Background: an optimization exercise with open tools, aiming at small area, a short achievable clock period and few clock cycles per item. Do not read the settings as production practice.

==> inputs of v10 <==
## binary_neuron
module binary_neuron (
    input  logic                    clk,
    input  logic                    reset,
    input  logic                    in_valid,
    output logic                    in_ready,
    input  logic [320:0]            in_req,
    output logic                    out_valid,
    input  logic                    out_ready,
    output logic [9:0]              out_sum
);
clock: 6.0 ns
lec_check: 0
cap_margin: 20
core_margin: 2
core_utilization: 40
slew_margin: 20
synth_hierarchical: 1
synth_minimum_keep_size: 0
standard.sh (not shown) runs the stock make flow with config.mk's settings and CLKGATE_MAP_FILE= SYNTH_SCRIPT=/design/flow/synth_recipe.tcl, a recipe that flattens the netlist after the stock synthesis.
==> flow/flow/run.sh <==
#!/bin/bash
# The standard layout (standard.sh: ORFS synthesis to final layout), with
# one change: the input and output ports are buffered with the smallest
# buffer, sky130_fd_sc_hd__buf_1, instead of the cell buffer_ports picks by
# default (clkdlybuf4s50_1).  Later repair steps may still resize them.
set -euo pipefail
export BUFFER_PORTS_ARGS="-buffer_cell sky130_fd_sc_hd__buf_1"
bash standard.sh > standard_flow.log 2>&1
==> inputs of v13, as changes to v10 <==
--- a/flow/design.v
+++ b/flow/design.v
@@ -5,12 +5,20 @@
     input  logic c,
     output logic s,
     output logic co
 );
     assign {co, s} = {1'b0, a} + {1'b0, b} + {1'b0, c};
 endmodule
+module csa_ha (
+    input  logic a,
+    input  logic b,
+    output logic s,
+    output logic co
+);
+    assign {co, s} = {1'b0, a} + {1'b0, b};
+endmodule
 `timescale 1ns/10ps
 module binary_neuron (
     input  logic                    clk,
     input  logic                    reset,
     input  logic                    in_valid,
     output logic                    in_ready,
@@ -209,13 +217,13 @@
     wire p2_62 = in_req[71] ^ (~in_req[2] & (in_req[69] | in_req[70]));
     wire q3_62 = ~(in_req[72] ^ (~in_req[2] & (in_req[69] | in_req[70] | in_req[71])));
     wire p1_63 = in_req[66] ^ (~in_req[1] & in_req[65]);
     wire p2_63 = in_req[67] ^ (~in_req[1] & (in_req[65] | in_req[66]));
     wire q3_63 = ~(in_req[68] ^ (~in_req[1] & (in_req[65] | in_req[66] | in_req[67])));
     logic r1_s57, r1_s59, r1_s61, r1_s135, r1_c58, r1_c60, r1_c62, r1_s137, r1_s139, r1_s141, r1_s143, r1_s145, r1_s147, r1_s149, r1_s217, r1_s219, r1_s221, r1_s223, r1_s225, r1_s227, r1_s229, r1_s231, r1_c138, r1_c140, r1_c142, r1_c144, r1_c146, r1_s233, r1_s235, r1_c148, r1_c150, r1_s237, r1_s239, r1_s241, r1_s243, r1_s245, r1_c218, r1_c220, r1_c222, r1_c224, r1_c226, r1_c228, r1_c230, r1_c232, r1_s315, r1_s317, r1_s319, r1_s321, r1_s323, r1_s325, r1_s327, r1_s329, r1_s331, r1_s333, r1_s335, r1_s337, r1_s339, r1_s341, r1_c234, r1_c236, r1_c238, r1_c240, r1_c242, r1_c244, r1_c246, r1_s343, r1_s345, r1_s347, r1_c314, r1_c316, r1_c318, r1_c320, r1_c322, r1_c324, r1_c326, r1_c328, r1_c330, r1_c332, r1_c334, r1_c336, r1_c338, r1_c340, r1_c342, r1_s393, r1_s395, r1_s397, r1_s399, r1_s401, r1_s403, r1_s405, r1_c344, r1_c346, r1_c348, r1_c394, r1_c396, r1_c398, r1_c400, r1_c402, r1_c404, r1_c406;
-    logic r2_s387, r2_c272, r2_s389, r2_c386, r2_s441, r2_c388, r2_s443, r2_c390, r2_s445, r2_s471, r2_s473, r2_c446, r2_s475, r2_c472, r2_s487, r2_c474, r2_s489, r2_c476, r2_c488, r2_s497, r2_c490, r2_c498, r2_s63, r2_s157, r2_s271, r2_s159;
+    logic r2_s447, r2_c392, r2_s449, r2_c448, r2_s475, r2_c450, r2_s477, r2_s489, r2_c476, r2_s491, r2_c478, r2_c492, r2_s499, r2_c498, r2_c500, r2_s63, r2_s157, r2_s271, r2_s391, r2_s159;
     wire s1 = ~(in_req[317] ^ in_req[313]);
     wire c2 = in_req[317] | in_req[313];
     wire s3, c4;
     csa_fa u_s3 (.a(in_req[309]), .b(in_req[305]), .c(in_req[301]), .s(s3), .co(c4));
     wire s5, c6;
     csa_fa u_s5 (.a(in_req[297]), .b(in_req[293]), .c(in_req[289]), .s(s5), .co(c6));
@@ -601,13 +609,13 @@
     csa_fa u_s385 (.a(c266), .b(s375), .c(s377), .s(s385), .co(c386));
     wire s387, c388;
     csa_fa u_s387 (.a(s379), .b(c268), .c(s381), .s(s387), .co(c388));
     wire s389, c390;
     csa_fa u_s389 (.a(c270), .b(s383), .c(s385), .s(s389), .co(c390));
     wire s391, c392;
-    csa_fa u_s391 (.a(r2_s387), .b(r2_c272), .c(r2_s389), .s(s391), .co(c392));
+    csa_fa u_s391 (.a(s387), .b(c272), .c(s389), .s(s391), .co(c392));
     wire s393 = ~(c274 ^ c276);
     wire c394 = c274 | c276;
     wire s395, c396;
     csa_fa u_s395 (.a(c278), .b(c280), .c(c282), .s(s395), .co(c396));
     wire s397, c398;
     csa_fa u_s397 (.a(c284), .b(c286), .c(c288), .s(s397), .co(c398));
@@ -657,17 +665,17 @@
     csa_fa u_s441 (.a(c376), .b(c378), .c(c380), .s(s441), .co(c442));
     wire s443, c444;
     csa_fa u_s443 (.a(s433), .b(c382), .c(s435), .s(s443), .co(c444));
     wire s445, c446;
     csa_fa u_s445 (.a(s437), .b(s439), .c(c384), .s(s445), .co(c446));
     wire s447, c448;
-    csa_fa u_s447 (.a(r2_c386), .b(r2_s441), .c(r2_c388), .s(s447), .co(c448));
+    csa_fa u_s447 (.a(c386), .b(s441), .c(c388), .s(s447), .co(c448));
     wire s449, c450;
-    csa_fa u_s449 (.a(r2_s443), .b(r2_c390), .c(r2_s445), .s(s449), .co(c450));
+    csa_fa u_s449 (.a(s443), .b(c390), .c(s445), .s(s449), .co(c450));
     wire s451, c452;
-    csa_fa u_s451 (.a(s447), .b(c392), .c(s449), .s(s451), .co(c452));
+    csa_fa u_s451 (.a(r2_s447), .b(r2_c392), .c(r2_s449), .s(s451), .co(c452));
     wire s453 = ~(r1_c394 ^ r1_c396);
     wire c454 = r1_c394 | r1_c396;
     wire s455, c456;
     csa_fa u_s455 (.a(r1_c398), .b(r1_c400), .c(r1_c402), .s(s455), .co(c456));
     wire s457, c458;
     csa_fa u_s457 (.a(r1_c404), .b(r1_c406), .c(c408), .s(s457), .co(c458));
@@ -687,40 +695,40 @@
     csa_fa u_s471 (.a(c434), .b(c436), .c(c438), .s(s471), .co(c472));
     wire s473, c474;
     csa_fa u_s473 (.a(s465), .b(c440), .c(s467), .s(s473), .co(c474));
     wire s475, c476;
     csa_fa u_s475 (.a(c442), .b(s469), .c(c444), .s(s475), .co(c476));
     wire s477, c478;
-    csa_fa u_s477 (.a(r2_s471), .b(r2_s473), .c(r2_c446), .s(s477), .co(c478));
+    csa_fa u_s477 (.a(s471), .b(s473), .c(c446), .s(s477), .co(c478));
     wire s479, c480;
-    csa_fa u_s479 (.a(c448), .b(r2_s475), .c(c450), .s(s479), .co(c480));
+    csa_fa u_s479 (.a(r2_c448), .b(r2_s475), .c(r2_c450), .s(s479), .co(c480));
     wire s481, c482;
-    csa_fa u_s481 (.a(s477), .b(c452), .c(s479), .s(s481), .co(c482));
+    csa_fa u_s481 (.a(r2_s477), .b(c452), .c(s479), .s(s481), .co(c482));
     wire s483 = ~(c454 ^ c456);
     wire c484 = c454 | c456;
     wire s485, c486;
     csa_fa u_s485 (.a(c458), .b(c460), .c(c462), .s(s485), .co(c486));
     wire s487, c488;
     csa_fa u_s487 (.a(s483), .b(c464), .c(c466), .s(s487), .co(c488));
     wire s489, c490;
     csa_fa u_s489 (.a(c468), .b(s485), .c(c470), .s(s489), .co(c490));
     wire s491, c492;
-    csa_fa u_s491 (.a(r2_c472), .b(r2_s487), .c(r2_c474), .s(s491), .co(c492));
+    csa_fa u_s491 (.a(c472), .b(s487), .c(c474), .s(s491), .co(c492));
     wire s493, c494;
-    csa_fa u_s493 (.a(r2_s489), .b(r2_c476), .c(s491), .s(s493), .co(c494));
+    csa_fa u_s493 (.a(r2_s489), .b(r2_c476), .c(r2_s491), .s(s493), .co(c494));
     wire s495, c496;
-    csa_fa u_s495 (.a(c478), .b(s493), .c(c480), .s(s495), .co(c496));
+    csa_fa u_s495 (.a(r2_c478), .b(s493), .c(c480), .s(s495), .co(c496));
     wire s497 = ~(c484 ^ c486);
     wire c498 = c484 | c486;
     wire s499, c500;
-    csa_fa u_s499 (.a(r2_c488), .b(r2_s497), .c(r2_c490), .s(s499), .co(c500));
+    csa_fa u_s499 (.a(c488), .b(s497), .c(c490), .s(s499), .co(c500));
     wire s501, c502;
-    csa_fa u_s501 (.a(c492), .b(s499), .c(c494), .s(s501), .co(c502));
-    wire s503 = ~(r2_c498 ^ c500);
-    wire c504 = r2_c498 | c500;
-    wire [9:0] row_a = {c504, s503, s501, s495, s481, s451, s391, r2_s271, r2_s157, r2_s63};
+    csa_fa u_s501 (.a(r2_c492), .b(r2_s499), .c(c494), .s(s501), .co(c502));
+    wire s503 = ~(r2_c498 ^ r2_c500);
+    wire c504 = r2_c498 | r2_c500;
+    wire [9:0] row_a = {c504, s503, s501, s495, s481, s451, r2_s391, r2_s271, r2_s157, r2_s63};
     wire [9:0] row_b = {1'b0, c502, c496, c482, 1'b0, 1'b0, 1'b0, 1'b0, r2_s159, 1'b0};
     wire [9:0] total = row_a + row_b;
     logic         accept, pop;
     logic [2:0] pending, pending_next;
     assign accept = in_valid && in_ready;
     assign pop    = out_valid && out_ready;
@@ -847,84 +855,59 @@
         r1_c400 <= c400;
         r1_c402 <= c402;
         r1_c404 <= c404;
         r1_c406 <= c406;
     end
     always_ff @(posedge clk) begin
-        r2_s387 <= s387;
-        r2_c272 <= c272;
-        r2_s389 <= s389;
-        r2_c386 <= c386;
-        r2_s441 <= s441;
-        r2_c388 <= c388;
-        r2_s443 <= s443;
-        r2_c390 <= c390;
-        r2_s445 <= s445;
-        r2_s471 <= s471;
-        r2_s473 <= s473;
-        r2_c446 <= c446;
+        r2_s447 <= s447;
+        r2_c392 <= c392;
+        r2_s449 <= s449;
+        r2_c448 <= c448;
         r2_s475 <= s475;
-        r2_c472 <= c472;
-        r2_s487 <= s487;
-        r2_c474 <= c474;
+        r2_c450 <= c450;
+        r2_s477 <= s477;
         r2_s489 <= s489;
         r2_c476 <= c476;
-        r2_c488 <= c488;
-        r2_s497 <= s497;
-        r2_c490 <= c490;
+        r2_s491 <= s491;
+        r2_c478 <= c478;
+        r2_c492 <= c492;
+        r2_s499 <= s499;
         r2_c498 <= c498;
+        r2_c500 <= c500;
         r2_s63 <= s63;
         r2_s157 <= s157;
         r2_s271 <= s271;
+        r2_s391 <= s391;
         r2_s159 <= s159;
     end
-    logic [9:0]      q_data [0:1];
-    logic [1:0]    q_wr, q_rd, q_occ;
-    logic [9:0]      q_head;
-    logic            q_empty;
+    logic [9:0]      q_data [0:2];
+    logic [2:0]    q_wr, q_rd, q_occ;
     logic            result;        
-    logic            head_load;     
-    logic            q_push, q_pull;
     assign result    = stage_valid[2];
-    assign q_empty   = !q_occ[0];
-    assign head_load = !out_valid || out_ready;
-    assign q_pull    = head_load && !q_empty;
-    assign q_push    = result && !(head_load && q_empty);
+    assign out_valid = q_occ[0];
     always_ff @(posedge clk) begin
         if (reset) begin
-            q_wr  <= 2'd1;
-            q_rd  <= 2'd1;
+            q_wr  <= 3'd1;
+            q_rd  <= 3'd1;
             q_occ <= '0;
         end else begin
-            if (q_push) q_wr <= {q_wr[0:0], q_wr[1]};
-            if (q_pull) q_rd <= {q_rd[0:0], q_rd[1]};
-            case ({q_push, q_pull})
-                2'b10:   q_occ <= {q_occ[0:0], 1'b1};
-                2'b01:   q_occ <= {1'b0, q_occ[1:1]};
+            if (result) q_wr <= {q_wr[1:0], q_wr[2]};
+            if (pop) q_rd <= {q_rd[1:0], q_rd[2]};
+            case ({result, pop})
+                2'b10:   q_occ <= {q_occ[1:0], 1'b1};
+                2'b01:   q_occ <= {1'b0, q_occ[2:1]};
                 default: ;
             endcase
         end
     end
     always_ff @(posedge clk) begin
-        for (int i = 0; i < 2; i++) begin
-            if (q_push && q_wr[i]) q_data[i] <= total;
+        for (int i = 0; i < 3; i++) begin
+            if (result && q_wr[i]) q_data[i] <= total;
         end
     end
     always_comb begin
-        q_head = '0;
-        for (int i = 0; i < 2; i++) begin
-            q_head = q_head | (q_data[i] & {10{q_rd[i]}});
-        end
-    end
-    always_ff @(posedge clk) begin
-        if (reset) begin
-            out_valid <= 1'b0;
-        end else if (head_load) begin
-            out_valid <= !q_empty || result;
-        end
-    end
-    always_ff @(posedge clk) begin
-        if (head_load) begin
-            out_sum <= q_empty ? total : q_head;
+        out_sum = '0;
+        for (int i = 0; i < 3; i++) begin
+            out_sum = out_sum | (q_data[i] & {10{q_rd[i]}});
         end
     end
 endmodule
==> flow/flow/run.sh (replaced) <==
#!/bin/bash
# The standard layout (standard.sh: ORFS synthesis to final layout), with
# two changes:
#  - the input and output ports are buffered with the smallest buffer,
#    sky130_fd_sc_hd__buf_1, instead of the cell buffer_ports picks by default
#    (clkdlybuf4s50_1); later repair steps may still resize them;
#  - clock tree synthesis adds no dummy loads to the clock tree.
set -euo pipefail
export BUFFER_PORTS_ARGS="-buffer_cell sky130_fd_sc_hd__buf_1"
export CTS_ARGS="-sink_clustering_enable -repair_clock_nets -buf_list sky130_fd_sc_hd__clkbuf_8 -dont_use_dummy_load"
bash standard.sh > standard_flow.log 2>&1
--- a/flow/config.mk
+++ b/flow/config.mk
@@ -5,9 +5,10 @@
 export SDC_FILE = /design/flow/constraint.sdc
 export NUM_CORES = 4
 export LEC_CHECK = 0
 export CAP_MARGIN = 20
 export CORE_MARGIN = 2
 export CORE_UTILIZATION = 40
+export CTS_BUF_LIST = sky130_fd_sc_hd__clkbuf_8
 export SLEW_MARGIN = 20
 export SYNTH_HIERARCHICAL = 1
 export SYNTH_MINIMUM_KEEP_SIZE = 0
==> results.tsv <==
metric	value	unit
Worst Reg-to-Reg Cells	8	
drt wl/cell	16.62	um
Area growth syn-to-layout	18.90	%
status	no timing/DRC/antenna violations	
the above is filed under v10

==> results.tsv <==
metric	value	unit
status	no timing/DRC/antenna violations	
drt wl/cell	16.95	um
Area growth syn-to-layout	15.97	%
worst-path maximum fanout	1	
gr busiest metal	met2	
Worst Reg-to-Reg Cells	5	
Netlist Area Pre-Place	12370	um^2
main flop type after synthesis	dfxtp_1	
the above is filed under v13

Function was not checked in any run of this note: the RTL went through the layout flow alone.

[port drivers added, routing unchanged]
No port has a modelled driver above. Below, the same layouts with a new extraction and two added sets of constraints. Step 1: set_driving_cell puts a clkbuf_16 on clk and a buf_2 on each other input, an assumption about the parent block. Step 2 also shifts input and output timing later by t, the mid clock arrival at the registers, as if the neighbouring blocks saw the same clock. Slacks: ideal / step 1 / step 2; pairs: ideal / step 1.
run | t (ns) | setup WS [ns] | worst hold slack (ns)
v10 | 0.464 | 2.788 / 2.788 / 2.540 | 0.447 / 0.447 / 0.447
v13 | 0.479 | 2.943 / 2.943 / 2.569 | 0.450 / 0.450 / 0.450
After both steps setup and hold are still met in every run listed. The setup slack of v13, which loses most, moves by 0.000 ns with the drivers and by -0.374 ns with both steps.
